Source: an optimization exercise on an open RTL-to-GDS flow (aim: small area, a short achievable clock period and few clock cycles). Production flows keep margins and buffers that such runs may drop. RTL that was checked went through simulation tests only; none was proved equivalent to the original.

== before ==
## hash_chain_anchor_sealer_core
module hash_chain_anchor_sealer_core (
	input  logic        clk,
	input  logic        arst_n,
	input  logic        in_valid,
	output logic        in_ready,
	input  logic [7:0]  data_byte,
	input  logic        byte_present,
	input  logic        vector_end,
	output logic        out_valid,
	input  logic        out_ready,
	output logic [63:0] anchor,
	output logic [63:0] input_hash,
	output logic [63:0] output_hash,
	output logic [63:0] context_hash
);
Settings: LEC_CHECK=0, ABC_CLOCK_PERIOD_IN_PS=5000, CAP_MARGIN=20, CORE_MARGIN=2, CORE_UTILIZATION=40, SETUP_SLACK_MARGIN=5, SLEW_MARGIN=20; clock period 11.0 ns.
run.sh (not shown) runs the stock make flow with config.mk's settings and CLKGATE_MAP_FILE= SYNTH_SCRIPT=/design/flow/synth_recipe.tcl, a recipe that flattens the netlist after the stock synthesis.
before finished all stages; the layout is clean.
#### Input delta (after over before)
-- flow/config.mk --
<<< before, line 7
export LEC_CHECK = 0
export ABC_CLOCK_PERIOD_IN_PS = 5000
export CAP_MARGIN = 20
>>> after, line 7
export LEC_CHECK = 0
export CAP_MARGIN = 20
<<< before, line 11
export CORE_UTILIZATION = 40
export SETUP_SLACK_MARGIN = 5
export SLEW_MARGIN = 20
>>> after, line 10
export CORE_UTILIZATION = 40
export SLEW_MARGIN = 20
==> notes.md <==
- after did not stop at any stage, and its layout met the timing, DRC and antenna checks.
- before | stages: all done | timing, DRC, antenna: all pass
- From before to after the numbers moved as follows: global-route usage lost 1.2 points; via count has decreased; global-route track usage on met2 shrank by 1.2 points.
- The final critical-path required period in after sits 2.66 ns above the value recorded for before.
Function was not checked in any run of this note: the RTL went through the layout flow alone.

---

Another version of the RTL of hash_chain_anchor_sealer_core (not shown whole).
Size: about 5,500 cells after synthesis, about 270 I/O pins.
export LEC_CHECK = 0
export CAP_MARGIN = 20
export CORE_MARGIN = 2
export CORE_UTILIZATION = 55
export PLACE_DENSITY = 0.7
export SETUP_SLACK_MARGIN = 5
export SLEW_MARGIN = 20
create_clock -name core_clock -period 11.0 [get_ports {clk}]
Testbench counts at the start, summed over its fixed seeds: cycles 29,978.
Rerun with:
--- a/flow/config.mk
+++ b/flow/config.mk
@@ -8,6 +8,5 @@
 export CAP_MARGIN = 20
 export CORE_MARGIN = 2
-export CORE_UTILIZATION = 55
-export PLACE_DENSITY = 0.7
+export CORE_UTILIZATION = 40
 export SETUP_SLACK_MARGIN = 5
 export SLEW_MARGIN = 20
- The changed run finished with timing, DRC and antenna clean
- non-clock buffer count fell by 3
- register-to-register slack gets worse by 0.09 ns
- routed wire length rose by 1.8%
- core utilization fell by 17 points
- clock skew rose by 0.016 ns
- global-route usage fell by 10 points
- hold slack gets worse by 0.0047 ns
- fmax fell by 1.5%
Rerun with:
--- a/flow/config.mk
+++ b/flow/config.mk
@@ -8,5 +8,6 @@
 export CAP_MARGIN = 20
 export CORE_MARGIN = 2
-export CORE_UTILIZATION = 40
+export CORE_UTILIZATION = 65
+export PLACE_DENSITY = 0.8
 export SETUP_SLACK_MARGIN = 5
 export SLEW_MARGIN = 20
Sequential share of layout area went up by 0.38 points.
Worst setup slack is worse by 0.031 ns.
Global-route usage went up by 17 points.
Core utilization went up by 28 points.
Final area went down slightly.

---

hash_chain_anchor_sealer_core, a different RTL version from the one above (not shown whole).
Size in the first run: roughly 5800 cells after synthesis, roughly 710 flip-flops, roughly 270 I/O pins, about 0.057 mm2 of cells after synthesis.
Settings: LEC_CHECK=0, CAP_MARGIN=20, CORE_MARGIN=2, CORE_UTILIZATION=40, SLEW_MARGIN=20; clock period 11.0 ns.
standard.sh (not shown) runs the stock make flow with config.mk's settings and CLKGATE_MAP_FILE= SYNTH_SCRIPT=/design/flow/synth_recipe.tcl, a recipe that flattens the netlist after the stock synthesis.
==> flow/flow/run.sh <==
#!/bin/bash
set -euo pipefail
bash standard.sh SETUP_SLACK_MARGIN=5.75 finish > standard_flow.log 2>&1
Testbench counts at the start, summed over its fixed seeds: cycles 29,978.
Change:
==> flow/run.sh (new file) <==
#!/bin/bash
# synth_recipe.tcl (not shown) runs the flow's synth.tcl, then flattens the netlist and writes it again
# the make line also repeats each setting of config.mk as NAME=value (left out here)
make -C /OpenROAD-flow-scripts/flow DESIGN_CONFIG=/design/flow/config.mk WORK_HOME=/design/flow/orfs CLKGATE_MAP_FILE= SYNTH_SCRIPT=/design/flow/synth_recipe.tcl finish
--- a/flow/config.mk
+++ b/flow/config.mk
@@ -10,2 +10,3 @@
 export CORE_UTILIZATION = 40
+export SETUP_SLACK_MARGIN = 5
 export SLEW_MARGIN = 20
removed: flow/flow/run.sh
removed: flow/standard.sh
Outcome:
- The changed run went through all stages and came out clean
- design area shrinks by 8.1%
- wire length came out lower by 2.2%
- fmax drops by 2.4%
- first-iteration DRC count came out higher by 11%
- via count goes down by 3.2%
- register-to-register slack loses 0.14 ns
Change:
--- a/flow/config.mk
+++ b/flow/config.mk
@@ -10,3 +10,3 @@
 export CORE_UTILIZATION = 40
-export SETUP_SLACK_MARGIN = 5
+export SETUP_SLACK_MARGIN = 4
 export SLEW_MARGIN = 20
After rerunning: Wire length fell by 0.89%; first-iteration DRC count fell by 9.0%; critical path depth rose by 2; setup slack degrades by 0.71 ns; cell area fell by 1.0%; global-route usage stays flat.

==> afterwards: timing with drivers on the ports <==
Ports are ideal in the flow. The routed layouts listed here were re-timed in OpenROAD. Step 1, drivers: a clkbuf_16 drives clk and a buf_2 each remaining input, both assumed. Step 2 also shifts input and output timing later by t, the mid clock arrival at the registers, as if the neighbouring blocks saw the same clock. Three values: ideal ports, drivers, drivers and shift; two values: the first two.
run	t (ns)	slack for setup (ns)	hold slack, ns	clock arrival spread, ns
before	0.724	3.540 / 3.540 / 3.540	0.447 / 0.447 / 0.447	0.031 / 0.031
after	0.729	0.884 / 0.884 / 0.884	0.454 / 0.454 / 0.454	0.061 / 0.060
the first run of note 2	0.719	5.129 / 5.129 / 5.129	0.446 / 0.446 / 0.446	0.030 / 0.030
the second run of note 2	0.758	5.042 / 5.042 / 4.626	0.441 / 0.441 / 0.441	0.050 / 0.050
the third run of note 2	0.698	5.011 / 5.011 / 4.567	0.449 / 0.449 / 0.449	0.048 / 0.049
the first run of note 3	0.778	5.252 / 5.252 / 5.225	0.447 / 0.447 / 0.447	0.092 / 0.092
the second run of note 3	0.774	5.110 / 5.110 / 4.898	0.452 / 0.452 / 0.452	0.037 / 0.037
the third run of note 3	0.789	4.400 / 4.400 / 4.400	0.441 / 0.441 / 0.441	0.036 / 0.036
After both steps setup and hold are still met in every run listed. The setup slack of the third run of note 2, which loses most, moves by 0.000 ns with the drivers and by -0.444 ns with both steps.
